This design comes from an exercise in tuning for small area and a short achievable clock period on the open sky130 flow, not from production work. RTL that was checked went through simulation tests only; none was proved equivalent to the original. No functional check of the RTL was part of runs 3 and 4.

## flow/design.v (module list and top-level ports; edited modules follow where they fit)
// module fp_round: 35 lines
// module fp_sub: 54 lines
// module fp_mul_array: 1935 lines
// module fp_mul: 26 lines
// module fp_class: 32 lines
// module fp_module: 82 lines
module fp_module (
    input  logic                     i_clk,
    input  logic                     i_rst,
    input  fp_format_pkg::fp_word_t  i_data_r1,
    input  fp_format_pkg::fp_word_t  i_data_r2,
    input  logic [5-1:0]      i_alu_ctrl,
    output fp_format_pkg::fp_word_t  o_data,
    output logic                     o_invalid
);
  // ...
==> flow/flow/run.sh <==
#!/bin/bash
set -euo pipefail
rm -rf scripts_local
cp -r "$FLOW_HOME/scripts" scripts_local
cp flow/abc_area.script scripts_local/abc_area.script
export SCRIPTS_DIR="$PWD/scripts_local"
export BUFFER_PORTS_ARGS="-buffer_cell sky130_fd_sc_hd__buf_1"
bash standard.sh finish > standard_flow.log 2>&1
==> flow/flow/abc_area.script <==
strash
dch
map -a
topo
dnsize -c
==> flow/standard.sh <==
#!/bin/bash
# synth_recipe.tcl (not shown) runs the flow's synth.tcl, then flattens the netlist and writes it again
# the make line also repeats each setting of config.mk as NAME=value (left out here)
make -C /OpenROAD-flow-scripts/flow DESIGN_CONFIG=/design/flow/config.mk WORK_HOME=/design/flow/orfs CLKGATE_MAP_FILE= SYNTH_SCRIPT=/design/flow/synth_recipe.tcl "${@:-finish}"
==> flow/config.mk <==
export PLATFORM = sky130hd
export DESIGN_NAME = fp_module
export DESIGN_NICKNAME = fp_module
export VERILOG_FILES = /design/flow/design.v
export SDC_FILE = /design/flow/constraint.sdc
export NUM_CORES = 4
export LEC_CHECK = 0
export ABC_AREA = 1
export CAP_MARGIN = 20
export CORE_MARGIN = 2
export CORE_UTILIZATION = 40
export SETUP_SLACK_MARGIN = 4
export SLEW_MARGIN = 20
==> flow/constraint.sdc <==
create_clock -name core_clock -period 17.0 [get_ports {i_clk}]
set_input_delay 3.4000 -clock core_clock [delete_from_list [all_inputs] [get_ports {i_clk}]]
set_output_delay 3.4000 -clock core_clock [all_outputs]
set_load 0.01 [all_outputs]
==> flow_summary_export.csv, run 1 <==
group,metric,value,unit
synthesis,yosys.area_share.simple,16.36,%
sta,max_freq,78.85,MHz
synthesis,synth_warnings,5,
layout,areaGrowthSynthToFinish,27.00,%
place,dpl_cell_area,24420,µm²
global_routing,grtUsageTotal,30.53,%
cts,cts_setup_buffers,68,
layout,multi_input_area,21370,µm²
floorplan,die_width,239.0,µm
outcome,status,"timing/DRC/antenna clean",
sta,tns,0,ps
layout,clkbuf_count,6,
floorplan,core,54880,µm²
synthesis,synth_area_leaders,"fa_1 23%, xor2_1 16%, ha_1 9.9%, clkinv_1 9.3%, o22ai_1 8.4%",
routing,drcViolationCount,0,
cts,cts.htree.levels,2,
setup_path,path_depth,69,
synthesis,synth_ff_type,"dfxtp_1",
layout,seq_cells,33,
layout,stdcell_area,28060,µm²
setup_path,critPathLaunchType,"input pin",
layout,inverters,553,
synthesis,synth_top_cells_by_count,"549 x clkinv_1, 424 x nand2_1, 393 x xor2_1, 298 x o22ai_1, 277 x nor2_1",
setup_path,end_kind,"flop",
layout,regArea,660.6,µm²
synthesis,ys_seq_area_share,2.990,%
sta,relSlewSlack,26.75,%
min_path,min_from,"i_data_r1[31]",
==> run 2: changes to the inputs <==
==> flow/flow/abc_area.script (replaced) <==
strash
dch
map -B 0.9
==> flow_summary_export.csv, run 2 <==
group,metric,value,unit
outcome,status,"timing/DRC/antenna clean",
sta,relSlewSlack,35.16,%
layout,top_register,"o_data",
cts,cts_tree,"built",
setup_path,slowest_stage,"fa_1",
routing,antenna_left,0,
sta,max_slew.worst_pin.slew,963.7,ps
sta,slew_viol_final,0,
layout,stdcell_area,26870,µm²
floorplan,die_area,59040,µm²
place,gp_congestion,0.9637,
synthesis,synth_top_family_by_area,"adder cells",
setup_path,critical_path_class,"in2reg",
floorplan,start_util,40.51,%
global_routing,grt_pass1_vias,23900,
synthesis,synthDistinctLibCells,39,
sta,tns,0,ps
routing,wl_per_cell,22.02,µm
cts,path_clk_slew,50,ps
synthesis,synth_xor_area_share,15.53,%
routing,vias_per_cell,5.825,
synthesis,ys_async_sr_fraction,0,%
layout,multi_input_area,21110,µm²
floorplan,ios,104,
routing,drtPass1Iterations,6,
global_routing,grt_antenna_before_repair,3,
routing,routed_wl,96330,µm
sta,max_freq,79.19,MHz
synthesis,avgSynthCellArea,6.825,µm²
synthesis,synthesis.nets,3842,
cts,cts.htree.levels,2,
global_routing,grt_pass1_wl,144500,µm
synthesis,synth.cell_area,22840,µm²
layout,areaGrowthSynthToFinish,17.62,%
layout,largestRegisters,"o_data x32, o_invalid x1",
setup_path,worst-path-max-fanout,14,
synthesis,synth.ff_latch_count,33,
cts,clock_path_buffers,2,
cts,root_buffer,"clkbuf_16",
sta,hold_viol_final,0,
synthesis,yosys.area_share.simple,21.45,%
layout,drive_above_1_share,11.51,%
sta,fin_crit,12630,ps
place,portBuffers,103,
synthesis,synth_warnings,5,
synthesis,synth_adder_area_share,31.44,%
routing,dr_total_vias,25480,
min_path,worstHoldPathType,"in2reg",
synthesis,synth_top_cells_by_count,"605 x nand2_1, 568 x clkinv_1, 376 x xor2_1, 298 x o22ai_1, 250 x fa_1",
sta,hold_slack,3537,ps
setup_path,end_kind,"flop",
sta,setup_viol,0,
flow_run,maxCapViolations,0,
place,dpl_cell_area,24900,µm²
synthesis,yosys.area.top_type,"fa_1",
sta,rsz0062_at_grt,"yes",
synthesis,synth_ff_type,"dfxtp_1",
layout,final_nets,4109,
synthesis,synth_edf_count,0,
synthesis,syn_inst,3347,
synthesis,synth-compound-area-share,18.79,%
routing,drcViolationCount,0,
layout,regArea,660.6,µm²
layout,postLayoutCoreUtil,47.65,%
setup_path,crit_path_max_incr_delay,590,ps
global_routing,grt_start_max_net_pins,50,
synthesis,synth.top_cell.area_share,21.91,%
global_routing,grtUsageTotal,31.45,%
synthesis,synth_mux_area_share,0.5696,%
setup_path,critPathLaunchType,"input pin",
floorplan,die_h,243.0,µm
layout,final_common_cell,"nand2_1",
layout,fillCellCount,6021,
cts,cts_hold_repair.buffers,0,
place,dpl.hpwl,72420,µm
synthesis,synth_area_leaders,"fa_1 22%, xor2_1 14%, nand2_1 9.9%, ha_1 9.5%, clkinv_1 9.3%",
setup_path,required,17160,ps
global_routing,grt_overflow,0,
setup_path,critPathArrivalTime,12790,ps
synthesis,synthMostInstantiatedCell,"nand2_1",
routing,drt-initial-drc-count,2708,
layout,final_cell_mix,"579 x nand2_1, 518 x clkinv_1, 374 x xor2_1",
floorplan,die_width,243.0,µm
floorplan,rows,87,
sta,period_share,74.29,%
cts,cts.sinks,33,
layout,largest_reg_flops,32,
cts,numCtsBuffers,5,
synthesis,ys_seq_area_share,2.892,%
floorplan,core,56390,µm²
[run 2: changes by cell type after synthesis, sizes merged, moves of 7 or more]
cell | before | now
nand2 | 424 | 605
nand3 | 75 | 220
o21ai | 234 | 178
nor2 | 277 | 233
clkinv | 549 | 568
xor2 | 393 | 376
a21oi | 192 | 176
xnor2 | 17 | 29
nand4 | 27 | 36
o31ai | 15 | 7
nor3 | 36 | 29
nor4 | 27 | 20
or2 | 5 | 12
[run 2: stage by stage]
| stage | std cells | setup WS [ps] |
|---|---|---|
| 2_1_floorplan | 3347 | 4082 |
| 3_3_place_gp | 4283 | 1113 |
| 3_5_place_dp | 4283 | 1285 |
| 4_1_cts | 4314 | 4001 |
| 5_1_grt | 4373 | 3864 |
| 6_report | 4374 | 4371 |
[run 2: final cells by class]
cell class / instances / area share, %
Timing Repair inverter: 2 / 0.06519
Antenna cell: 3 / 0.02794
Timing Repair Buffer: 249 / 6.375
Multi-Input combinational cell: 2755 / 78.57
Sequential cell: 33 / 2.459
Clock inverter: 3 / 0.06519
Tap cell: 756 / 3.520
Clock buffer: 5 / 0.4657
Inverter: 568 / 8.456
[run 2: repair_timing]
| action | CTS | global route |
|---|---|---|
| setup endpoints to repair | 33 | 33 |
| pin swaps | 12 | 34 |
| gates resized for setup | 144 | 212 |
| setup buffers | 19 | 49 |
| cloned | 4 | 8 |
[run 2: logic make-up (layout without fill, tap and decap cells)]
group / after synthesis / in the layout
AO/OA/AOI/OAI: 738 / 739
XOR/XNOR: 405 / 405
adder cells (fa/ha/maj): 424 / 424
buffers and inverters: 568 / 827
flip-flops: 33 / 33
multiplexers: 13 / 13
other: 0 / 3
AND/OR/NAND/NOR: 1166 / 1174
[run 2: critical path: cells and delay by family]
kind | cells | cell delay [ps]
AO/OA/AOI/OAI | 8 | 1310
XOR/XNOR | 3 | 420
adder cells (fa/ha/maj) | 7 | 3340
buffers and inverters | 8 | 1580
AND/OR/NAND/NOR | 17 | 2730
[run 2: final timing paths]
| path | to | slack, ps | cells past startpoint | from |
|---|---|---|---|---|
| setup / recovery | o_data[30]$_SDFF_PP0_ | 4370 | 43 | i_data_r1[9] |
| hold / removal | o_data[0]$_SDFF_PP0_ | 3540 | 3 | i_data_r1[31] |
[run 2: layer usage]
layer / part of all wire, % / vias up / wire length [µm] / global-route usage, %
li1: - / 11810 / - / -
met1: 42 / 12150 / 40930 / 44.10
met5: 0.013 / - / 13 / 0
met2: 43 / 1285 / 41470 / 48.68
met3: 10 / 238 / 10090 / 5.904
met4: 4.0 / 2 / 3823 / 9.942
==> module fp_round, before the edit <==
module fp_round (
    input  logic        i_norm_sign,
    input  logic [9:0]  i_norm_exp,
    input  logic [26:0] i_norm_sig,
    input  logic        i_norm_zero,
    output logic [31:0] o_result,
    output logic        o_range_invalid
);
    logic [22:0] frac;
    logic        round_up;
    logic [23:0] frac_inc;
    logic [23:0] ones_below;
    logic        carry;
    logic        ovf;
    logic        unf;
    logic        normal;
    logic [7:0]  exp_out;
    assign frac     = i_norm_sig[25:3];
    assign round_up = i_norm_sig[2] & (i_norm_sig[1] | i_norm_sig[0] | frac[0]);
    always_comb begin
        ones_below[0] = 1'b1;
        for (int i = 1; i < 24; i++) begin
            ones_below[i] = ones_below[i-1] & frac[i-1];
        end
    end
    assign frac_inc = {1'b0, frac} ^ ({24{round_up}} & ones_below);
    assign carry    = round_up & ones_below[23];
    assign ovf    = ~i_norm_zero & ~i_norm_exp[9] & (i_norm_exp[8] | (&i_norm_exp[7:0]));
    assign unf    = ~i_norm_zero & (i_norm_exp[9] | (i_norm_exp[8:0] == 9'd0));
    assign normal = ~i_norm_zero & ~ovf & ~unf;
    assign exp_out = i_norm_exp[7:0] + {7'd0, carry};
    assign o_result = normal ? {i_norm_sign, exp_out, frac_inc[22:0]} :
                      ovf    ? {i_norm_sign, 8'hff, 23'd0} : 32'd0;
    assign o_range_invalid = ovf | unf | (normal & carry & (i_norm_exp[7:0] == 8'd254));
endmodule
==> module fp_sub, before the edit <==
module fp_sub (
    input  logic [31:0] i_a,
    input  logic [31:0] i_b,
    output logic        o_norm_sign,
    output logic [9:0]  o_norm_exp,
    output logic [26:0] o_norm_sig,
    output logic        o_norm_zero
);
    logic        a_ge;
    logic        eff_sub;
    logic [7:0]  exp_big;
    logic [7:0]  exp_diff;
    logic [23:0] sig_big;
    logic [23:0] sig_small;
    logic [8:0]  ed_ab;
    logic [26:0] sh [0:5];
    logic [5:0]  st;
    logic        far;
    logic [26:0] small_al;
    logic [27:0] mag;
    logic [4:0]  lz;
    logic [27:0] norm;
    assign a_ge    = (i_a[30:0] >= i_b[30:0]);
    assign eff_sub = (i_a[31] == i_b[31]);
    assign ed_ab    = {1'b0, i_a[30:23]} - {1'b0, i_b[30:23]};
    assign exp_diff = ed_ab[8] ? (i_b[30:23] - i_a[30:23]) : ed_ab[7:0];
    assign exp_big   = a_ge ? i_a[30:23] : i_b[30:23];
    assign sig_big   = a_ge ? {(i_a[30:23] != 8'd0), i_a[22:0]} : {(i_b[30:23] != 8'd0), i_b[22:0]};
    assign sig_small = a_ge ? {(i_b[30:23] != 8'd0), i_b[22:0]} : {(i_a[30:23] != 8'd0), i_a[22:0]};
    assign sh[0] = {sig_small, 3'b000};
    assign st[0] = 1'b0;
    genvar k;
    generate
        for (k = 0; k < 5; k++) begin : g_align
            localparam int S = 1 << (4 - k);
            assign sh[k+1] = exp_diff[4-k] ? (sh[k] >> S) : sh[k];
            assign st[k+1] = st[k] | (exp_diff[4-k] & (|sh[k][S-1:0]));
        end
    endgenerate
    assign far      = |exp_diff[7:5];
    assign small_al = far ? {26'd0, |sig_small} : {sh[5][26:1], sh[5][0] | st[5]};
    assign mag = {1'b0, sig_big, 3'b000} + ({1'b0, small_al} ^ {28{eff_sub}}) + {27'd0, eff_sub};
    always_comb begin
        lz = 5'd27;
        for (int i = 0; i < 28; i++) begin
            if (mag[i]) lz = 5'(27 - i);
        end
    end
    assign norm = mag << lz;
    assign o_norm_zero = (mag == 28'd0);
    assign o_norm_sign = a_ge ? i_a[31] : ~i_b[31];
    assign o_norm_sig  = {norm[27:2], norm[1] | norm[0]};
    assign o_norm_exp  = {2'b00, exp_big} + 10'd1 - {5'd0, lz};
endmodule
==> run 3: changes to the inputs <==
--- a/flow/design.v
+++ b/flow/design.v
@@ -16,2 +16,25 @@
 endpackage
+module fp_ones_below #(
+    parameter int W = 24
+) (
+    input  logic [W-2:0] i_bits,
+    output logic [W-1:0] o_ones
+);
+    localparam int L = $clog2(W);
+    logic [W-1:0] lv [0:L];
+    assign lv[0] = {i_bits, 1'b1};
+    genvar l, i;
+    generate
+        for (l = 0; l < L; l++) begin : g_lv
+            for (i = 0; i < W; i++) begin : g_bit
+                if (((i >> l) & 1) == 1) begin : g_and
+                    assign lv[l+1][i] = lv[l][i] & lv[l][((i >> l) << l) - 1];
+                end else begin : g_pass
+                    assign lv[l+1][i] = lv[l][i];
+                end
+            end
+        end
+    endgenerate
+    assign o_ones = lv[L];
+endmodule
 module fp_round (
@@ -35,8 +58,3 @@
     assign round_up = i_norm_sig[2] & (i_norm_sig[1] | i_norm_sig[0] | frac[0]);
-    always_comb begin
-        ones_below[0] = 1'b1;
-        for (int i = 1; i < 24; i++) begin
-            ones_below[i] = ones_below[i-1] & frac[i-1];
-        end
-    end
+    fp_ones_below #(.W(24)) u_ones (.i_bits(frac), .o_ones(ones_below));
     assign frac_inc = {1'b0, frac} ^ ({24{round_up}} & ones_below);
@@ -93,8 +111,3 @@
     assign mag = {1'b0, sig_big, 3'b000} + ({1'b0, small_al} ^ {28{eff_sub}}) + {27'd0, eff_sub};
-    always_comb begin
-        lz = 5'd27;
-        for (int i = 0; i < 28; i++) begin
-            if (mag[i]) lz = 5'(27 - i);
-        end
-    end
+    fp_lzc32 u_lzc (.i_x({mag, 4'd0}), .o_lz(lz));
     assign norm = mag << lz;
@@ -105,2 +118,37 @@
 endmodule
+module fp_lzc32 (
+    input  logic [31:0] i_x,
+    output logic [4:0]  o_lz
+);
+    logic [31:0] v0;
+    logic [15:0] v1;
+    logic [7:0]  v2;
+    logic [3:0]  v3;
+    logic [1:0]  v4;
+    logic [15:0][0:0] c1;
+    logic [7:0][1:0]  c2;
+    logic [3:0][2:0]  c3;
+    logic [1:0][3:0]  c4;
+    assign v0 = i_x;
+    genvar g;
+    generate
+        for (g = 0; g < 16; g++) begin : g_l1
+            assign v1[g] = v0[2*g+1] | v0[2*g];
+            assign c1[g] = ~v0[2*g+1];
+        end
+        for (g = 0; g < 8; g++) begin : g_l2
+            assign v2[g] = v1[2*g+1] | v1[2*g];
+            assign c2[g] = v1[2*g+1] ? {1'b0, c1[2*g+1]} : {1'b1, c1[2*g]};
+        end
+        for (g = 0; g < 4; g++) begin : g_l3
+            assign v3[g] = v2[2*g+1] | v2[2*g];
+            assign c3[g] = v2[2*g+1] ? {1'b0, c2[2*g+1]} : {1'b1, c2[2*g]};
+        end
+        for (g = 0; g < 2; g++) begin : g_l4
+            assign v4[g] = v3[2*g+1] | v3[2*g];
+            assign c4[g] = v3[2*g+1] ? {1'b0, c3[2*g+1]} : {1'b1, c3[2*g]};
+        end
+    endgenerate
+    assign o_lz = v4[1] ? {1'b0, c4[1]} : {1'b1, c4[0]};
+endmodule
 module fp_mul_array (
==> flow/run.sh (new file) <==
#!/bin/bash
# synth_recipe.tcl (not shown) runs the flow's synth.tcl, then flattens the netlist and writes it again
# the make line also repeats each setting of config.mk as NAME=value (left out here)
make -C /OpenROAD-flow-scripts/flow DESIGN_CONFIG=/design/flow/config.mk WORK_HOME=/design/flow/orfs CLKGATE_MAP_FILE= SYNTH_SCRIPT=/design/flow/synth_recipe.tcl finish
removed: flow/flow/run.sh
removed: flow/flow/abc_area.script
removed: flow/standard.sh
==> flow_summary_export.csv, run 3 <==
group,metric,value,unit
synthesis,synth_edf_count,0,
floorplan,die_h,252.3,µm
synthesis,synth_area_leaders,"fa_1 20%, xor2_1 13%, nand2_1 9.7%, ha_1 8.8%, inv_1 7.9%",
global_routing,grt_start_max_net_pins,48,
layout,largestRegisters,"o_data x32, o_invalid x1",
synthesis,synth_top_cells_by_count,"636 x nand2_1, 518 x inv_1, 364 x xor2_1, 298 x o22ai_1, 264 x nand3_1",
layout,largest_reg_flops,32,
synthesis,ys_seq_area_share,2.679,%
flow_run,maxCapViolations,0,
routing,routed_wl,102500,µm
synthesis,syn_inst,3680,
routing,vias_per_cell,5.940,
sta,hold_viol_final,0,
routing,drcViolationCount,0,
place,portBuffers,103,
routing,wl_per_cell,22.53,µm
sta,fin_crit,12550,ps
synthesis,synth.cell_area,24660,µm²
cts,cts.htree.levels,2,
setup_path,crit_path_max_incr_delay,570,ps
cts,numCtsBuffers,5,
setup_path,worst-path-max-fanout,20,
outcome,status,"timing/DRC/antenna clean",
floorplan,die_width,252.3,µm
sta,hold_slack,3885,ps
floorplan,rows,91,
global_routing,grtUsageTotal,31.07,%
layout,final_common_cell,"nand2_1",
synthesis,synthMostInstantiatedCell,"nand2_1",
sta,period_share,73.85,%
cts,path_clk_slew,60,ps
global_routing,grt_antenna_before_repair,3,
synthesis,synthDistinctLibCells,61,
synthesis,synth_warnings,6,
cts,root_buffer,"clkbuf_16",
layout,fillCellCount,6335,
synthesis,ys_async_sr_fraction,0,%
sta,max_slew.worst_pin.slew,908.0,ps
routing,dr_total_vias,27020,
setup_path,cpMostUsedCell,"inv_1",
routing,drt-initial-drc-count,3091,
cts,cts_tree,"built",
place,dpl.hpwl,76170,µm
global_routing,grt_pass1_vias,25530,
setup_path,slowest_stage,"fa_1",
synthesis,synth.top_cell.area_share,20.29,%
place,gp_congestion,0.9971,
routing,antenna_left,0,
sta,relSlewSlack,39.47,%
synthesis,avgSynthCellArea,6.701,µm²
setup_path,required,17230,ps
sta,max_freq,79.65,MHz
synthesis,yosys.area.top_type,"fa_1",
setup_path,startpoint,"i_data_r2[1]",
layout,areaGrowthSynthToFinish,15.47,%
routing,drtPass1Iterations,7,
setup_path,critPathArrivalTime,12780,ps
global_routing,grt_pass1_wl,152000,µm
synthesis,synthesis.nets,4175,
sta,rsz0062_at_grt,"yes",
synthesis,synth_ff_type,"dfxtp_1",
floorplan,die_area,63660,µm²
floorplan,start_util,40.18,%
layout,final_nets,4251,
floorplan,ios,104,
sta,setup_viol,0,
setup_path,critical_path_class,"in2reg",
setup_path,end_kind,"flop",
layout,drive_above_1_share,11.61,%
cts,cts.sinks,33,
layout,top_register,"o_data",
global_routing,grt_overflow,0,
sta,slew_viol_final,0,
setup_path,critPathLaunchType,"input pin",
sta,tns,0,ps
synthesis,synth.ff_latch_count,33,
min_path,worstHoldPathType,"in2reg",
cts,clock_path_buffers,2,
setup_path,cp-endpoint,"o_data[15]$_SDFF_PP0_",
floorplan,core,61370,µm²
layout,final_cell_mix,"629 x nand2_1, 489 x inv_1, 364 x xor2_1",
run 3: through the flow:
step / area [µm²] / setup WS [ps] / util (%) / instances
after floorplan: 24660 / 4184 / - / 3680
final: 28480 / 4445 / 46.40 / 4548
after global placement: 26410 / 1804 / 43.03 / 4441
after detailed placement: 26410 / 1576 / 43.03 / 4441
after global routing: 28470 / 3927 / 46.40 / 4547
after CTS: 27190 / 4011 / 44.31 / 4487
run 3: how the worst min path moves through the flow:
stage	slack, ps	end	startpoint	cells past startpoint
after floorplan	3550	o_invalid$_SDFF_PP0_	i_rst	3
after global placement	4140	o_invalid	o_invalid$_SDFF_PP0_	1
after detailed placement	4130	o_invalid	o_invalid$_SDFF_PP0_	1
after CTS	3890	o_data[0]$_SDFF_PP0_	i_alu_ctrl[2]	5
after global routing	3920	o_data[7]$_SDFF_PP0_	i_alu_ctrl[2]	5
final	3890	o_data[7]$_SDFF_PP0_	i_alu_ctrl[2]	5
run 3: final cells by class:
cell class,instances,area (µm²),area share (%)
multi-input combinational,2886,21820,76.63
timing repair buffer,261,2559,8.985
inverter,562,2201,7.729
tap,790,988.4,3.471
sequential,33,660.6,2.320
clock buffer,5,125.1,0.4394
clock inverter,3,68.82,0.2417
timing repair inverter,7,50.05,0.1758
antenna,1,2.502,0.008788
run 3: what timing repair did:
action / in CTS / in global routing
pin swaps: 8 / 32
endpoints found under the setup margin: 33 / 33
cloned: 11 / 8
hold buffers: 0 / 0
setup buffers: 27 / 52
resized for setup: 94 / 214
run 3: kinds of logic after synthesis:
logic type / Yosys count / synth area share, %
AND/OR/NAND/NOR: 1291 / 23.43
buffers and inverters: 770 / 12.20
AO/OA/AOI/OAI: 754 / 18.02
adder cells (fa/ha/maj): 424 / 29.12
XOR/XNOR: 397 / 14.10
flip-flops: 33 / 2.679
multiplexers: 11 / 0.4465
run 3: layer usage:
metal / track usage [%] / vias up / part of all wire [%]
li1: - / 12310 / -
met2: 50.31 / 1640 / 44
met1: 40.04 / 12670 / 39
met3: 6.231 / 394 / 11
met5: 0 / - / 0.013
met4: 13.69 / 2 / 5.9
run 3: worst max-delay path: cells and delay by family:
family | cells | cell delay [ps]
xor+xnor | 1 | 130
buf+inv | 15 | 1990
compound gates | 6 | 1090
fa+ha+maj | 7 | 3170
simple gates | 23 | 2980
==> module fp_mul, before the edit <==
module fp_mul (
    input  logic [31:0] i_a,
    input  logic [31:0] i_b,
    output logic        o_norm_sign,
    output logic [9:0]  o_norm_exp,
    output logic [26:0] o_norm_sig,
    output logic        o_norm_zero
);
    logic [23:0] sig_a;
    logic [23:0] sig_b;
    logic [47:0] product;
    logic [9:0]  exp_sum;
    assign sig_a = {(i_a[30:23] != 8'd0), i_a[22:0]};
    assign sig_b = {(i_b[30:23] != 8'd0), i_b[22:0]};
    fp_mul_array u_array (
        .a (sig_a),
        .b (sig_b),
        .p (product)
    );
    assign exp_sum = {2'b00, i_a[30:23]} + {2'b00, i_b[30:23]} - 10'd127;
    assign o_norm_zero = (i_a[30:0] == 31'd0) || (i_b[30:0] == 31'd0);
    assign o_norm_sign = i_a[31] ^ i_b[31];
    assign o_norm_sig  = product[47] ? {product[47:22], |product[21:0]}
                                     : {product[46:21], |product[20:0]};
    assign o_norm_exp  = exp_sum + {9'd0, product[47]};
endmodule
==> module fp_module, before the edit <==
module fp_module (
    input  logic                     i_clk,
    input  logic                     i_rst,
    input  fp_format_pkg::fp_word_t  i_data_r1,
    input  fp_format_pkg::fp_word_t  i_data_r2,
    input  logic [5-1:0]      i_alu_ctrl,
    output fp_format_pkg::fp_word_t  o_data,
    output logic                     o_invalid
);
    logic                     sub_sign;
    logic [9:0]               sub_exp;
    logic [26:0]              sub_sig;
    logic                     sub_zero;
    logic                     mul_sign;
    logic [9:0]               mul_exp;
    logic [26:0]              mul_sig;
    logic                     mul_zero;
    logic                     is_mul;
    logic [31:0]              rnd_result;
    logic                     rnd_inv;
    fp_op_pkg::fp_class_t     class_code;
    logic                     nan_inf;
    fp_format_pkg::fp_word_t  data_next;
    logic                     invalid_next;
    fp_sub fp_sub_inst (
        .i_a         (i_data_r1),
        .i_b         (i_data_r2),
        .o_norm_sign (sub_sign),
        .o_norm_exp  (sub_exp),
        .o_norm_sig  (sub_sig),
        .o_norm_zero (sub_zero)
    );
    fp_mul fp_mul_inst (
        .i_a         (i_data_r1),
        .i_b         (i_data_r2),
        .o_norm_sign (mul_sign),
        .o_norm_exp  (mul_exp),
        .o_norm_sig  (mul_sig),
        .o_norm_zero (mul_zero)
    );
    assign is_mul = i_alu_ctrl[0];
    fp_round fp_round_inst (
        .i_norm_sign     (is_mul ? mul_sign : sub_sign),
        .i_norm_exp      (is_mul ? mul_exp  : sub_exp),
        .i_norm_sig      (is_mul ? mul_sig  : sub_sig),
        .i_norm_zero     (is_mul ? mul_zero : sub_zero),
        .o_result        (rnd_result),
        .o_range_invalid (rnd_inv)
    );
    fp_class fp_class_inst (
        .i_sign  (i_data_r1[31]),
        .i_exp   (i_data_r1[30:23]),
        .i_frac  (i_data_r1[22:0]),
        .o_class (class_code)
    );
    assign nan_inf = (&i_data_r1[30:23]) | (&i_data_r2[30:23]);
    always_comb begin
        case (i_alu_ctrl)
            5'b01010, 5'b01011: begin
                data_next    = rnd_result;
                invalid_next = rnd_inv | nan_inf;
            end
            5'b01111: begin
                data_next    = class_code;
                invalid_next = 1'b0;
            end
            default: begin
                data_next    = '0;
                invalid_next = 1'b0;
            end
        endcase
    end
    always_ff @(posedge i_clk) begin
        if (i_rst) begin
            o_data    <= '0;
            o_invalid <= 1'b0;
        end else begin
            o_data    <= data_next;
            o_invalid <= invalid_next;
        end
    end
endmodule
==> run 4: changes to the inputs <==
--- a/flow/design.v
+++ b/flow/design.v
@@ -69,2 +69,46 @@
 endmodule
+module fp_mul_round (
+    input  logic [47:0] i_product,
+    input  logic [9:0]  i_exp,
+    input  logic        i_sign,
+    input  logic        i_zero,
+    output logic [31:0] o_result,
+    output logic        o_range_invalid
+);
+    logic        hi;
+    logic [22:0] frac1, frac0;
+    logic        st0, st1;
+    logic        rup1, rup0;
+    logic [23:0] ones1, ones0;
+    logic [22:0] inc1, inc0;
+    logic        c1, c0;
+    logic [22:0] frac_r;
+    logic        carry;
+    logic [9:0]  exp_n;
+    logic        ovf, unf, normal;
+    logic [7:0]  exp_out;
+    assign hi = i_product[47];
+    assign frac1 = i_product[46:24];
+    assign frac0 = i_product[45:23];
+    assign st0   = |i_product[20:0];
+    assign st1   = st0 | i_product[21];
+    assign rup1  = i_product[23] & (i_product[22] | st1 | frac1[0]);
+    assign rup0  = i_product[22] & (i_product[21] | st0 | frac0[0]);
+    fp_ones_below #(.W(24)) u_ones1 (.i_bits(frac1), .o_ones(ones1));
+    fp_ones_below #(.W(24)) u_ones0 (.i_bits(frac0), .o_ones(ones0));
+    assign inc1 = frac1 ^ ({23{rup1}} & ones1[22:0]);
+    assign inc0 = frac0 ^ ({23{rup0}} & ones0[22:0]);
+    assign c1   = rup1 & ones1[23];
+    assign c0   = rup0 & ones0[23];
+    assign frac_r = hi ? inc1 : inc0;
+    assign carry  = hi ? c1 : c0;
+    assign exp_n  = i_exp + {9'd0, hi};
+    assign ovf     = ~i_zero & ~exp_n[9] & (exp_n[8] | (&exp_n[7:0]));
+    assign unf     = ~i_zero & (exp_n[9] | (exp_n[8:0] == 9'd0));
+    assign normal  = ~i_zero & ~ovf & ~unf;
+    assign exp_out = exp_n[7:0] + {7'd0, carry};
+    assign o_result = normal ? {i_sign, exp_out, frac_r} :
+                      ovf    ? {i_sign, 8'hff, 23'd0} : 32'd0;
+    assign o_range_invalid = ovf | unf | (normal & carry & (exp_n[7:0] == 8'd254));
+endmodule
 module fp_sub (
@@ -2091,6 +2135,4 @@
     input  logic [31:0] i_b,
-    output logic        o_norm_sign,
-    output logic [9:0]  o_norm_exp,
-    output logic [26:0] o_norm_sig,
-    output logic        o_norm_zero
+    output logic [31:0] o_result,
+    output logic        o_range_invalid
 );
@@ -2099,3 +2141,2 @@
     logic [47:0] product;
-    logic [9:0]  exp_sum;
     assign sig_a = {(i_a[30:23] != 8'd0), i_a[22:0]};
@@ -2107,8 +2148,10 @@
     );
-    assign exp_sum = {2'b00, i_a[30:23]} + {2'b00, i_b[30:23]} - 10'd127;
-    assign o_norm_zero = (i_a[30:0] == 31'd0) || (i_b[30:0] == 31'd0);
-    assign o_norm_sign = i_a[31] ^ i_b[31];
-    assign o_norm_sig  = product[47] ? {product[47:22], |product[21:0]}
-                                     : {product[46:21], |product[20:0]};
-    assign o_norm_exp  = exp_sum + {9'd0, product[47]};
+    fp_mul_round u_round (
+        .i_product       (product),
+        .i_exp           ({2'b00, i_a[30:23]} + {2'b00, i_b[30:23]} - 10'd127),
+        .i_sign          (i_a[31] ^ i_b[31]),
+        .i_zero          ((i_a[30:0] == 31'd0) || (i_b[30:0] == 31'd0)),
+        .o_result        (o_result),
+        .o_range_invalid (o_range_invalid)
+    );
 endmodule
@@ -2159,9 +2202,6 @@
     logic                     sub_zero;
-    logic                     mul_sign;
-    logic [9:0]               mul_exp;
-    logic [26:0]              mul_sig;
-    logic                     mul_zero;
-    logic                     is_mul;
-    logic [31:0]              rnd_result;
-    logic                     rnd_inv;
+    logic [31:0]              mul_result;
+    logic                     mul_inv;
+    logic [31:0]              sub_result;
+    logic                     sub_inv;
     fp_op_pkg::fp_class_t     class_code;
@@ -2178,18 +2218,15 @@
     );
-    fp_mul fp_mul_inst (
-        .i_a         (i_data_r1),
-        .i_b         (i_data_r2),
-        .o_norm_sign (mul_sign),
-        .o_norm_exp  (mul_exp),
-        .o_norm_sig  (mul_sig),
-        .o_norm_zero (mul_zero)
+    fp_round fp_round_sub_inst (
+        .i_norm_sign     (sub_sign),
+        .i_norm_exp      (sub_exp),
+        .i_norm_sig      (sub_sig),
+        .i_norm_zero     (sub_zero),
+        .o_result        (sub_result),
+        .o_range_invalid (sub_inv)
     );
-    assign is_mul = i_alu_ctrl[0];
-    fp_round fp_round_inst (
-        .i_norm_sign     (is_mul ? mul_sign : sub_sign),
-        .i_norm_exp      (is_mul ? mul_exp  : sub_exp),
-        .i_norm_sig      (is_mul ? mul_sig  : sub_sig),
-        .i_norm_zero     (is_mul ? mul_zero : sub_zero),
-        .o_result        (rnd_result),
-        .o_range_invalid (rnd_inv)
+    fp_mul fp_mul_inst (
+        .i_a             (i_data_r1),
+        .i_b             (i_data_r2),
+        .o_result        (mul_result),
+        .o_range_invalid (mul_inv)
     );
@@ -2204,5 +2241,9 @@
         case (i_alu_ctrl)
-            5'b01010, 5'b01011: begin
-                data_next    = rnd_result;
-                invalid_next = rnd_inv | nan_inf;
+            5'b01010: begin
+                data_next    = sub_result;
+                invalid_next = sub_inv | nan_inf;
+            end
+            5'b01011: begin
+                data_next    = mul_result;
+                invalid_next = mul_inv | nan_inf;
             end
==> flow_summary_export.csv, run 4 <==
group,metric,value,unit
synthesis,synth.cell_area,25780,µm²
layout,antennaDiodeCount,0,
min_path,min_from,"i_data_r2[25]",
sta,relSlewSlack,28.07,%
global_routing,grt_antenna_before_repair,0,
synthesis,synth_top_family_by_area,"adder cells",
synthesis,ys_seq_area_share,2.563,%
synthesis,synth.top_cell.area_share,19.42,%
global_routing,grt_pass1_vias,26640,
place,gp_congestion,1.003,
synthesis,synth_warnings,6,
synthesis,synth.ff_latch_count,33,
synthesis,avgSynthCellArea,6.587,µm²
global_routing,grtUsageTotal,30.76,%
synthesis,synth_edf_count,0,
sta,fin_crit,12710,ps
setup_path,cp.buffers_inverters,13,
sta,max_freq,78.68,MHz
synthesis,synth_top_cells_by_count,"695 x nand2_1, 546 x inv_1, 375 x xor2_1, 323 x nand3_1, 298 x o22ai_1",
layout,stdcell_area,30100,µm²
synthesis,synth_mux_area_share,0.2718,%
min_path,worstHoldPathType,"in2reg",
sta,hold_viol_final,0,
layout,areaGrowthSynthToFinish,16.76,%
synthesis,syn_inst,3913,
layout,final_cell_mix,"686 x nand2_1, 519 x inv_1, 369 x xor2_1",
synthesis,synthMostInstantiatedCell,"nand2_1",
setup_path,required,17200,ps
sta,max_slew.worst_pin.slew,1071,ps
setup_path,critPathArrivalTime,12910,ps
synthesis,synth_xor_area_share,14.13,%
flow_run,maxCapViolations,0,
setup_path,end_kind,"flop",
layout,postLayoutCoreUtil,46.94,%
cts,cts_tree,"built",
setup_path,slowest_stage,"fa_2",
routing,antenna_left,0,
layout,largestRegisters,"o_data x32, o_invalid x1",
layout,largest_reg_flops,32,
place,portBuffers,103,
cts,root_buffer,"clkbuf_16",
outcome,status,"timing/DRC/antenna clean",
cts,cts.htree.levels,2,
routing,vias_per_cell,5.828,
setup_path,critical_path_class,"in2reg",
layout,drive_above_1_share,12.68,%
layout,top_register,"o_data",
cts,path_clk_slew,60,ps
routing,drcViolationCount,0,
sta,setup_ws,4291,ps
min_path,min_to,"o_invalid$_SDFF_PP0_",
routing,drtPass1Iterations,6,
sta,rsz0062_at_grt,"no",
cts,clock_path_buffers,2,
place,dpl.hpwl,78930,µm
floorplan,die_width,257.9,µm
synthesis,synth-compound-area-share,17.35,%
floorplan,die_h,257.9,µm
place,post-place-ws,1963,ps
synthesis,yosys.area_share.simple,25.59,%
setup_path,worst-path-max-fanout,23,
layout,final_common_cell,"nand2_1",
sta,tns,0,ps
place,place_inst,4739,
global_routing,grt_start_max_net_pins,48,
synthesis,synth_area_leaders,"fa_1 19%, xor2_1 13%, nand2_1 10%, ha_1 8.6%, inv_1 8.0%",
setup_path,crit_path_max_incr_delay,620,ps
place,dpl_cell_area,27600,µm²
setup_path,crit_family,"adder cells",
cts,numCtsBuffers,5,
setup_path,cpMostUsedCell,"inv_1",
synthesis,synthDistinctLibCells,64,
setup_path,critPathLaunchType,"input pin",
synthesis,synth_ff_type,"dfxtp_1",
global_routing,grt_overflow,0,
cts,cts.sinks,33,
layout,final_nets,4520,
floorplan,ios,104,
sta,period_share,74.76,%
global_routing,grt_pass1_wl,160200,µm
layout,fillCellCount,6584,
min_path,hold_depth,5,
cts,cts_hold_repair.buffers,0,
floorplan,start_util,40.20,%
synthesis,yosys.area.top_type,"fa_1",
routing,wl_per_cell,21.94,µm
sta,setup_viol,0,
synthesis,ys_async_sr_fraction,0,%
sta,hold_slack,3900,ps
synthesis,synthesis.nets,4411,
floorplan,core,64120,µm²
floorplan,rows,93,
layout,fin_cells,4878,
synthesis,synth_adder_area_share,28.01,%
floorplan,die_area,66490,µm²
routing,drt-initial-drc-count,3253,
routing,routed_wl,107000,µm
routing,dr_total_vias,28430,
sta,slew_viol_final,0,
run 4: changes by cell type in the layout (fill, tap and decap cells not counted), sizes merged, moves of 11 or more:
cell	change
a21oi	+17
inv	+28
o21ai	+12
nor2	+34
nand2	+61
nand3	+57
buf	+26
xor2	+11
run 4: tightest hold or removal path, stage by stage:
cell	delay, ps
dlymetal6s2s_1	200
nand4_1	140
o21ai_0	150
a21oi_1	160
a21oi_1	80
run 4: cell families (layout without fill, tap and decap cells):
family / Yosys count / after routing
and+or+nand+nor: 1468 / 1475
buffers and inverters: 801 / 902
AOI/OAI and AO/OA: 762 / 764
adders and majority gates: 427 / 427
xor gates and xnor gates: 415 / 415
DFF: 33 / 33
muxes: 7 / 7
run 4: timing repair:
item	in CTS	in global routing
buffers inserted	37	73
endpoints found under the setup margin	33	33
resized for setup	119	206
pin swaps	9	42
gates cloned	11	10
run 4: per-layer routing:
layer / part of all wire [%] / vias to the layer above / routed length [µm] / global-route usage (%)
li1: - / 13100 / - / -
met1: 43 / 13410 / 45500 / 43.52
met2: 42 / 1628 / 44940 / 46.27
met3: 11 / 291 / 11390 / 5.791
met4: 4.9 / 0 / 5214 / 11.62
met5: 0 / - / 0 / 0
run 4: cell type report:
cell class | instances | area [µm²] | share of cell area, %
Sequential cell | 33 | 660.6 | 2.195
Timing Repair Buffer | 290 | 2720 | 9.038
Inverter | 595 | 2325 | 7.725
Multi-Input combinational cell | 3088 | 23080 | 76.69
Clock inverter | 2 | 37.54 | 0.1247
Timing Repair inverter | 9 | 62.56 | 0.2079
Tap cell | 855 | 1070 | 3.555
Clock buffer | 6 | 138.9 | 0.4615
run 4: worst max-delay path by stage:
stage	start	slack [ps]	cells after the start	to
after floorplan	i_data_r2[24]	4680	45	o_data[21]$_SDFF_PP0_
after global placement	i_data_r2[23]	1800	60	o_data[1]$_SDFF_PP0_
after detailed placement	i_data_r2[23]	1960	63	o_data[1]$_SDFF_PP0_
after CTS	i_data_r2[17]	3990	43	o_data[0]$_SDFF_PP0_
after global routing	i_data_r2[3]	3920	62	o_data[4]$_SDFF_PP0_
final	i_data_r2[21]	4290	47	o_data[2]$_SDFF_PP0_
==> run 5: changes to the inputs <==
--- a/flow/design.v
+++ b/flow/design.v
@@ -16,25 +16,2 @@
 endpackage
-module fp_ones_below #(
-    parameter int W = 24
-) (
-    input  logic [W-2:0] i_bits,
-    output logic [W-1:0] o_ones
-);
-    localparam int L = $clog2(W);
-    logic [W-1:0] lv [0:L];
-    assign lv[0] = {i_bits, 1'b1};
-    genvar l, i;
-    generate
-        for (l = 0; l < L; l++) begin : g_lv
-            for (i = 0; i < W; i++) begin : g_bit
-                if (((i >> l) & 1) == 1) begin : g_and
-                    assign lv[l+1][i] = lv[l][i] & lv[l][((i >> l) << l) - 1];
-                end else begin : g_pass
-                    assign lv[l+1][i] = lv[l][i];
-                end
-            end
-        end
-    endgenerate
-    assign o_ones = lv[L];
-endmodule
 module fp_round (
@@ -58,3 +35,8 @@
     assign round_up = i_norm_sig[2] & (i_norm_sig[1] | i_norm_sig[0] | frac[0]);
-    fp_ones_below #(.W(24)) u_ones (.i_bits(frac), .o_ones(ones_below));
+    always_comb begin
+        ones_below[0] = 1'b1;
+        for (int i = 1; i < 24; i++) begin
+            ones_below[i] = ones_below[i-1] & frac[i-1];
+        end
+    end
     assign frac_inc = {1'b0, frac} ^ ({24{round_up}} & ones_below);
@@ -69,46 +51,2 @@
 endmodule
-module fp_mul_round (
-    input  logic [47:0] i_product,
-    input  logic [9:0]  i_exp,
-    input  logic        i_sign,
-    input  logic        i_zero,
-    output logic [31:0] o_result,
-    output logic        o_range_invalid
-);
-    logic        hi;
-    logic [22:0] frac1, frac0;
-    logic        st0, st1;
-    logic        rup1, rup0;
-    logic [23:0] ones1, ones0;
-    logic [22:0] inc1, inc0;
-    logic        c1, c0;
-    logic [22:0] frac_r;
-    logic        carry;
-    logic [9:0]  exp_n;
-    logic        ovf, unf, normal;
-    logic [7:0]  exp_out;
-    assign hi = i_product[47];
-    assign frac1 = i_product[46:24];
-    assign frac0 = i_product[45:23];
-    assign st0   = |i_product[20:0];
-    assign st1   = st0 | i_product[21];
-    assign rup1  = i_product[23] & (i_product[22] | st1 | frac1[0]);
-    assign rup0  = i_product[22] & (i_product[21] | st0 | frac0[0]);
-    fp_ones_below #(.W(24)) u_ones1 (.i_bits(frac1), .o_ones(ones1));
-    fp_ones_below #(.W(24)) u_ones0 (.i_bits(frac0), .o_ones(ones0));
-    assign inc1 = frac1 ^ ({23{rup1}} & ones1[22:0]);
-    assign inc0 = frac0 ^ ({23{rup0}} & ones0[22:0]);
-    assign c1   = rup1 & ones1[23];
-    assign c0   = rup0 & ones0[23];
-    assign frac_r = hi ? inc1 : inc0;
-    assign carry  = hi ? c1 : c0;
-    assign exp_n  = i_exp + {9'd0, hi};
-    assign ovf     = ~i_zero & ~exp_n[9] & (exp_n[8] | (&exp_n[7:0]));
-    assign unf     = ~i_zero & (exp_n[9] | (exp_n[8:0] == 9'd0));
-    assign normal  = ~i_zero & ~ovf & ~unf;
-    assign exp_out = exp_n[7:0] + {7'd0, carry};
-    assign o_result = normal ? {i_sign, exp_out, frac_r} :
-                      ovf    ? {i_sign, 8'hff, 23'd0} : 32'd0;
-    assign o_range_invalid = ovf | unf | (normal & carry & (exp_n[7:0] == 8'd254));
-endmodule
 module fp_sub (
@@ -155,3 +93,8 @@
     assign mag = {1'b0, sig_big, 3'b000} + ({1'b0, small_al} ^ {28{eff_sub}}) + {27'd0, eff_sub};
-    fp_lzc32 u_lzc (.i_x({mag, 4'd0}), .o_lz(lz));
+    always_comb begin
+        lz = 5'd27;
+        for (int i = 0; i < 28; i++) begin
+            if (mag[i]) lz = 5'(27 - i);
+        end
+    end
     assign norm = mag << lz;
@@ -162,37 +105,2 @@
 endmodule
-module fp_lzc32 (
-    input  logic [31:0] i_x,
-    output logic [4:0]  o_lz
-);
-    logic [31:0] v0;
-    logic [15:0] v1;
-    logic [7:0]  v2;
-    logic [3:0]  v3;
-    logic [1:0]  v4;
-    logic [15:0][0:0] c1;
-    logic [7:0][1:0]  c2;
-    logic [3:0][2:0]  c3;
-    logic [1:0][3:0]  c4;
-    assign v0 = i_x;
-    genvar g;
-    generate
-        for (g = 0; g < 16; g++) begin : g_l1
-            assign v1[g] = v0[2*g+1] | v0[2*g];
-            assign c1[g] = ~v0[2*g+1];
-        end
-        for (g = 0; g < 8; g++) begin : g_l2
-            assign v2[g] = v1[2*g+1] | v1[2*g];
-            assign c2[g] = v1[2*g+1] ? {1'b0, c1[2*g+1]} : {1'b1, c1[2*g]};
-        end
-        for (g = 0; g < 4; g++) begin : g_l3
-            assign v3[g] = v2[2*g+1] | v2[2*g];
-            assign c3[g] = v2[2*g+1] ? {1'b0, c2[2*g+1]} : {1'b1, c2[2*g]};
-        end
-        for (g = 0; g < 2; g++) begin : g_l4
-            assign v4[g] = v3[2*g+1] | v3[2*g];
-            assign c4[g] = v3[2*g+1] ? {1'b0, c3[2*g+1]} : {1'b1, c3[2*g]};
-        end
-    endgenerate
-    assign o_lz = v4[1] ? {1'b0, c4[1]} : {1'b1, c4[0]};
-endmodule
 module fp_mul_array (
@@ -2135,4 +2043,6 @@
     input  logic [31:0] i_b,
-    output logic [31:0] o_result,
-    output logic        o_range_invalid
+    output logic        o_norm_sign,
+    output logic [9:0]  o_norm_exp,
+    output logic [26:0] o_norm_sig,
+    output logic        o_norm_zero
 );
@@ -2141,2 +2051,3 @@
     logic [47:0] product;
+    logic [9:0]  exp_sum;
     assign sig_a = {(i_a[30:23] != 8'd0), i_a[22:0]};
@@ -2148,10 +2059,8 @@
     );
-    fp_mul_round u_round (
-        .i_product       (product),
-        .i_exp           ({2'b00, i_a[30:23]} + {2'b00, i_b[30:23]} - 10'd127),
-        .i_sign          (i_a[31] ^ i_b[31]),
-        .i_zero          ((i_a[30:0] == 31'd0) || (i_b[30:0] == 31'd0)),
-        .o_result        (o_result),
-        .o_range_invalid (o_range_invalid)
-    );
+    assign exp_sum = {2'b00, i_a[30:23]} + {2'b00, i_b[30:23]} - 10'd127;
+    assign o_norm_zero = (i_a[30:0] == 31'd0) || (i_b[30:0] == 31'd0);
+    assign o_norm_sign = i_a[31] ^ i_b[31];
+    assign o_norm_sig  = product[47] ? {product[47:22], |product[21:0]}
+                                     : {product[46:21], |product[20:0]};
+    assign o_norm_exp  = exp_sum + {9'd0, product[47]};
 endmodule
@@ -2202,6 +2111,9 @@
     logic                     sub_zero;
-    logic [31:0]              mul_result;
-    logic                     mul_inv;
-    logic [31:0]              sub_result;
-    logic                     sub_inv;
+    logic                     mul_sign;
+    logic [9:0]               mul_exp;
+    logic [26:0]              mul_sig;
+    logic                     mul_zero;
+    logic                     is_mul;
+    logic [31:0]              rnd_result;
+    logic                     rnd_inv;
     fp_op_pkg::fp_class_t     class_code;
@@ -2218,15 +2130,18 @@
     );
-    fp_round fp_round_sub_inst (
-        .i_norm_sign     (sub_sign),
-        .i_norm_exp      (sub_exp),
-        .i_norm_sig      (sub_sig),
-        .i_norm_zero     (sub_zero),
-        .o_result        (sub_result),
-        .o_range_invalid (sub_inv)
-    );
     fp_mul fp_mul_inst (
-        .i_a             (i_data_r1),
-        .i_b             (i_data_r2),
-        .o_result        (mul_result),
-        .o_range_invalid (mul_inv)
+        .i_a         (i_data_r1),
+        .i_b         (i_data_r2),
+        .o_norm_sign (mul_sign),
+        .o_norm_exp  (mul_exp),
+        .o_norm_sig  (mul_sig),
+        .o_norm_zero (mul_zero)
+    );
+    assign is_mul = i_alu_ctrl[0];
+    fp_round fp_round_inst (
+        .i_norm_sign     (is_mul ? mul_sign : sub_sign),
+        .i_norm_exp      (is_mul ? mul_exp  : sub_exp),
+        .i_norm_sig      (is_mul ? mul_sig  : sub_sig),
+        .i_norm_zero     (is_mul ? mul_zero : sub_zero),
+        .o_result        (rnd_result),
+        .o_range_invalid (rnd_inv)
     );
@@ -2241,9 +2156,5 @@
         case (i_alu_ctrl)
-            5'b01010: begin
-                data_next    = sub_result;
-                invalid_next = sub_inv | nan_inf;
-            end
-            5'b01011: begin
-                data_next    = mul_result;
-                invalid_next = mul_inv | nan_inf;
+            5'b01010, 5'b01011: begin
+                data_next    = rnd_result;
+                invalid_next = rnd_inv | nan_inf;
             end
==> flow/flow/run.sh (new file) <==
#!/bin/bash
set -euo pipefail
export BUFFER_PORTS_ARGS="-buffer_cell sky130_fd_sc_hd__buf_1"
R=orfs/results/sky130hd/fp_module/base
bash standard.sh synth > standard_synth.log 2>&1
cp $R/1_2_yosys.v yosys_netlist_standard.v
python3 flow/fixpol.py yosys_netlist_standard.v $R/1_2_yosys.v > fixpol.log 2>&1
rm -f $R/1_synth.odb $R/1_synth.sdc
bash standard.sh finish > standard_flow.log 2>&1
==> flow/flow/fixpol.py (new file) <==
#!/usr/bin/env python3
"""Remove inverters around full-adder cells in a flat sky130 netlist.

A full adder is self-dual: FA(~a,~b,~c) = (~sum, ~cout). Every inverter is
folded into the polarity of the net it drives, each full adder is then
flipped or not so that as few nets as possible are needed in complemented
form, and one inverter is put back for each net that still is.

usage: fixpol.py IN.v OUT.v
"""
import re, sys

src_text = open(sys.argv[1]).read()

inst_re = re.compile(r'^(\s*)(sky130_fd_sc_hd__\w+)\s+(\S+)\s*\((.*?)\);\n', re.S | re.M)
pin_re = re.compile(r'\.(\w+)\(\s*(.*?)\s*\)(?=\s*[,)]|\s*$)', re.S)

OUT_PINS = {'X', 'Y', 'SUM', 'COUT', 'Q', 'Q_N', 'HI', 'LO'}
def is_inv(t):
    return re.fullmatch(r'sky130_fd_sc_hd__(clk)?inv_\d+', t) is not None
XOR_PAIR = {}
for w in ('2',):
    for d in ('1', '2', '4'):
        XOR_PAIR[f'sky130_fd_sc_hd__xor{w}_{d}'] = f'sky130_fd_sc_hd__xnor{w}_{d}'
        XOR_PAIR[f'sky130_fd_sc_hd__xnor{w}_{d}'] = f'sky130_fd_sc_hd__xor{w}_{d}'
def is_xor(t):
    return t in XOR_PAIR
def is_fa(t):
    return re.fullmatch(r'sky130_fd_sc_hd__fa_\d+', t) is not None

cells = []   # dicts: type, name, pins (list of [pin, net])
pieces = []  # text pieces and cell indices in order
pos = 0
for m in inst_re.finditer(src_text):
    pieces.append(src_text[pos:m.start()])
    body = m.group(4)
    pins = [[p, n.strip()] for p, n in re.findall(r'\.(\w+)\(([^()]*)\)', body)]
    cells.append({'indent': m.group(1), 'type': m.group(2), 'name': m.group(3), 'pins': pins})
    pieces.append(len(cells) - 1)
    pos = m.end()
pieces.append(src_text[pos:])

driver = {}
for i, c in enumerate(cells):
    for p, n in c['pins']:
        if p in OUT_PINS:
            driver[n] = (i, p)

# canonical (source net, complemented) of each net, folding inverter chains
canon_cache = {}
def canon(n):
    if n in canon_cache:
        return canon_cache[n]
    d = driver.get(n)
    if d is not None and is_inv(cells[d[0]]['type']):
        a = [x for p, x in cells[d[0]]['pins'] if p == 'A'][0]
        s, pol = canon(a)
        r = (s, pol ^ 1)
    else:
        r = (n, 0)
    canon_cache[n] = r
    return r

port_nets = set()
hdr = re.findall(r'^\s*(?:output)\s+(?:\[[^\]]*\]\s*)?(\S+);', src_text, re.M)
for h in hdr:
    port_nets.add(h)

fa_ids = [i for i, c in enumerate(cells) if is_fa(c['type'])]
inv_ids = set(i for i, c in enumerate(cells) if is_inv(c['type']))
fa_index = {i: k for k, i in enumerate(fa_ids)}

# consumers: list of (cell index, pin index, source, pol)
consumers = []
for i, c in enumerate(cells):
    if i in inv_ids:
        continue
    for k, (p, n) in enumerate(c['pins']):
        if p in OUT_PINS:
            continue
        s, pol = canon(n)
        consumers.append((i, k, s, pol))

# inverter outputs that are also ports or feed non-cell uses: keep them simple by
# treating any port net driven by an inverter as a consumer of its source
port_consumers = []
for n in port_nets:
    d = driver.get(n)
    if d is not None and d[0] in inv_ids:
        s, pol = canon(n)
        port_consumers.append((n, s, pol))

flip = {i: 0 for i in fa_ids}
def src_flip(s):
    d = driver.get(s)
    if d is not None and d[0] in flip:
        return flip[d[0]]
    return 0

by_src = {}
for ci, (i, k, s, pol) in enumerate(consumers):
    by_src.setdefault(s, []).append(ci)
for (n, s, pol) in port_consumers:
    by_src.setdefault(s, []).append(('port', n, pol))

def need_inv(s):
    f = src_flip(s)
    for ci in by_src.get(s, []):
        if isinstance(ci, tuple):
            if ci[2] ^ f:
                return True
            continue
        i, k, _, pol = consumers[ci]
        if is_xor(cells[i]['type']):
            continue
        cf = flip.get(i, 0)
        if pol ^ cf ^ f:
            return True
    return False

fa_srcs = {}
for i in fa_ids:
    ss = set()
    for p, n in cells[i]['pins']:
        if p in OUT_PINS:
            ss.add(n)
        else:
            ss.add(canon(n)[0])
    fa_srcs[i] = ss

def local_cost(i):
    return sum(need_inv(s) for s in fa_srcs[i])

before = sum(need_inv(s) for s in by_src)
for it in range(20):
    changed = 0
    for i in fa_ids:
        c0 = local_cost(i)
        flip[i] ^= 1
        c1 = local_cost(i)
        if c1 < c0:
            changed += 1
        else:
            flip[i] ^= 1
    if not changed:
        break
after_srcs = [s for s in by_src if need_inv(s)]

def esc(n):
    return n + ' ' if n.startswith('\\') else n

# rewrite
newinv = {}
extra_wires = []
extra_cells = []
def comp_net(s):
    if s not in newinv:
        n = f'_fixpol_n{len(newinv)}_'
        newinv[s] = n
        extra_wires.append(n)
        extra_cells.append(f'  sky130_fd_sc_hd__inv_1 _fixpol_i{len(newinv)}_ (\n    .A({esc(s)}),\n    .Y({n})\n  );\n')
    return newinv[s]

ntoggle = 0
for (i, k, s, pol) in consumers:
    f = src_flip(s) ^ flip.get(i, 0) ^ pol
    if f and is_xor(cells[i]['type']):
        # an XOR absorbs a complemented input by becoming an XNOR, and back
        cells[i]['type'] = XOR_PAIR[cells[i]['type']]
        # xor cells drive X, xnor cells drive Y
        for pn in cells[i]['pins']:
            if pn[0] in ('X', 'Y'):
                pn[0] = 'Y' if 'xnor' in cells[i]['type'] else 'X'
        ntoggle += 1
        cells[i]['pins'][k][1] = s
        continue
    cells[i]['pins'][k][1] = comp_net(s) if f else s
# port nets driven by inverters: drive them with an assign-free buffer via inverter
port_fix = []
for (n, s, pol) in port_consumers:
    f = src_flip(s) ^ pol
    port_fix.append((n, s, f))

out = []
for pc in pieces:
    if isinstance(pc, str):
        out.append(pc)
        continue
    i = pc
    c = cells[i]
    if i in inv_ids:
        continue
    pins = ',\n'.join(f'    .{p}({esc(n)})' for p, n in c['pins'])
    out.append(f"{c['indent']}{c['type']} {c['name']} (\n{pins}\n  );\n")
text = ''.join(out)
add = ''.join(f'  wire {w};\n' for w in extra_wires)
add_cells = ''.join(extra_cells)
for (n, s, f) in port_fix:
    if f:
        add_cells += f'  sky130_fd_sc_hd__inv_1 _fixpol_p{len(add_cells)}_ (\n    .A({s}),\n    .Y({n})\n  );\n'
    else:
        add_cells += f'  sky130_fd_sc_hd__buf_1 _fixpol_p{len(add_cells)}_ (\n    .A({s}),\n    .X({n})\n  );\n'
idx = text.rfind('endmodule')
text = text[:idx] + add + add_cells + text[idx:]
open(sys.argv[2], 'w').write(text)
print(f'xor/xnor swaps {ntoggle}; inverters: {len(inv_ids)} before, {len(newinv)} after; flipped {sum(flip.values())} of {len(fa_ids)} full adders; needed {before} -> {len(after_srcs)}', file=sys.stderr)
==> flow/standard.sh (new file) <==
#!/bin/bash
# synth_recipe.tcl (not shown) runs the flow's synth.tcl, then flattens the netlist and writes it again
# the make line also repeats each setting of config.mk as NAME=value (left out here)
make -C /OpenROAD-flow-scripts/flow DESIGN_CONFIG=/design/flow/config.mk WORK_HOME=/design/flow/orfs CLKGATE_MAP_FILE= SYNTH_SCRIPT=/design/flow/synth_recipe.tcl "${@:-finish}"
removed: flow/run.sh
==> flow_summary_export.csv, run 5 <==
group,metric,value,unit
outcome,status,"timing/DRC/antenna clean",
floorplan,die_width,247.4,µm
cts,numCtsBuffers,5,
place,dpl_cell_area,24690,µm²
synthesis,synthesis.nets,3937,
layout,final_common_cell,"nand2_1",
sta,period_share,73.20,%
global_routing,grt_overflow,0,
min_path,worstHoldPathType,"in2reg",
routing,routed_wl,92160,µm
cts,cts_hold_repair.buffers,0,
global_routing,grt_pass1_wl,139500,µm
global_routing,grt_pass1_vias,24120,
sta,hold_viol_final,0,
sta,slew_viol_final,0,
flow_run,maxCapViolations,0,
routing,wl_per_cell,21.36,µm
synthesis,synth.cell_area,23700,µm²
sta,tns,0,ps
routing,vias_per_cell,5.816,
setup_path,crit_path_max_incr_delay,580,ps
routing,dr_total_vias,25090,
place,post-place-ws,1438,ps
layout,final_nets,4035,
routing,drcViolationCount,0,
cts,clock_path_buffers,2,
place,dpl.hpwl,68250,µm
layout,top_register,"o_data",
sta,max_slew.worst_pin.slew,765.1,ps
floorplan,die_h,247.4,µm
setup_path,end_kind,"flop",
layout,postLayoutCoreUtil,45.29,%
layout,largest_reg_flops,32,
setup_path,required,17140,ps
setup_path,critical_path_class,"in2reg",
sta,rsz0062_at_grt,"no",
sta,max_freq,80.36,MHz
sta,setup_ws,4556,ps
layout,areaGrowthSynthToFinish,12.39,%
cts,cts.htree.levels,2,
place,gp_congestion,0.9886,
layout,drive_above_1_share,12.29,%
global_routing,grt_start_max_net_pins,50,
routing,drt-initial-drc-count,2446,
sta,setup_viol,0,
layout,final_cell_mix,"563 x nand2_1, 425 x inv_1, 312 x xor2_1",
synthesis,avgSynthCellArea,6.885,µm²
cts,cts_tree,"built",
layout,stdcell_area,26630,µm²
routing,antenna_left,0,
place,place_inst,4179,
floorplan,rows,89,
cts,path_clk_slew,50,ps
setup_path,critPathLaunchType,"input pin",
cts,cts.sinks,33,
setup_path,worst-path-max-fanout,13,
synthesis,syn_inst,3442,
floorplan,core,58800,µm²
sta,fin_crit,12440,ps
setup_path,slowest_stage,"fa_1",
routing,drtPass1Iterations,8,
global_routing,grtUsageTotal,29.36,%
global_routing,grt_antenna_before_repair,3,
layout,fin_cells,4314,
floorplan,die_area,61200,µm²
setup_path,critPathArrivalTime,12590,ps
sta,relSlewSlack,48.63,%
place,portBuffers,103,
floorplan,ios,104,
cts,root_buffer,"clkbuf_16",
floorplan,start_util,40.30,%
layout,largestRegisters,"o_data x32, o_invalid x1",
synthesis,synth_warnings,5,
## run 5: cell types whose count changed in the layout (fill, tap and decap cells not counted), sizes merged, moves of 24 or more
cell / before / now
a21oi: 201 / 177
buf: 183 / 259
clkdlybuf4s50: 85 / 0
inv: 560 / 430
nand2: 738 / 611
nand3: 333 / 220
nor2: 270 / 234
xnor2: 40 / 91
xor2: 375 / 314
## run 5: routing by layer
layer | vias up | wire [µm] | global-route usage, %
li1 | 11620 | - | -
met5 | - | 36 | 0
met3 | 292 | 9524 | 6.823
met2 | 1341 | 41290 | 47.74
met1 | 11840 | 36750 | 37.77
met4 | 4 | 4548 | 11.18
## run 5: cell type report
type	instances	area, µm²
fill	6143	32160
multi-input combinational	2754	21150
inverter	455	1802
timing repair buffer	274	1793
tap	773	967.2
sequential	33	660.6
clock buffer	6	138.9
timing repair inverter	17	107.6
clock inverter	1	7.507
antenna	1	2.502
## run 5: worst max-delay path: cells and delay by family
kind	cells	cell delay (ps)
buffers and inverters	6	860
XOR/XNOR	3	470
AND/OR/NAND/NOR	20	3350
adder cells (fa/ha/maj)	7	3170
AO/OA/AOI/OAI	8	1300
## run 5: through the flow
stage / hold slack (ps)
finish: 3550
global route: 3586
CTS: 3556
detailed placement: 3787
global placement: 3787
floorplan: 3563
## run 5: final timing paths
kind | from | slack (ps) | end | cells after the start
worst max-delay path | i_data_r2[19] | 4560 | o_data[30]$_SDFF_PP0_ | 44
worst min-delay path | i_alu_ctrl[2] | 3550 | o_data[7]$_SDFF_PP0_ | 5
## run 5: repair_timing
| item | 4_1_cts | 5_1_grt |
|---|---|---|
| setup endpoints to repair | 33 | 33 |
| cloned | 12 | 13 |
| setup buffers | 31 | 71 |
| pin swaps | 5 | 38 |
| gates resized for setup | 64 | 162 |

separate check: timing with driven ports:
Ports are ideal in the flow. The routed layouts listed here were re-timed in OpenROAD. Step 1: set_driving_cell puts a clkbuf_16 on i_clk and a buf_2 on each other input, an assumption about the parent block. Step 2 moves the port delays by t, midway between the first and last clock arrival at a register: inputs arrive t later, outputs are due t later. That takes back most of the time a late clock gives input paths. Slacks: no drivers / after step 1 / after step 2; pairs: no drivers / after step 1.
| run | t, ns | setup slack, ns | worst setup path after step 2 | worst register clock-pin slew, ns |
|---|---|---|---|---|
| run 1 | 0.303 | 4.317 / 4.313 / 4.009 | input to register | 0.06 / 0.06 |
| run 2 | 0.305 | 4.371 / 4.364 / 4.058 | input to register | 0.05 / 0.05 |
| run 3 | 0.313 | 4.445 / 4.460 / 4.147 | input to register | 0.06 / 0.06 |
| run 4 | 0.315 | 4.291 / 4.301 / 3.986 | input to register | 0.06 / 0.06 |
| run 5 | 0.302 | 4.556 / 4.564 / 4.261 | input to register | 0.05 / 0.05 |
After both steps every run listed still meets setup and hold. The setup slack of run 2, which loses most, moves by -0.007 ns with the drivers and by -0.313 ns with both steps.
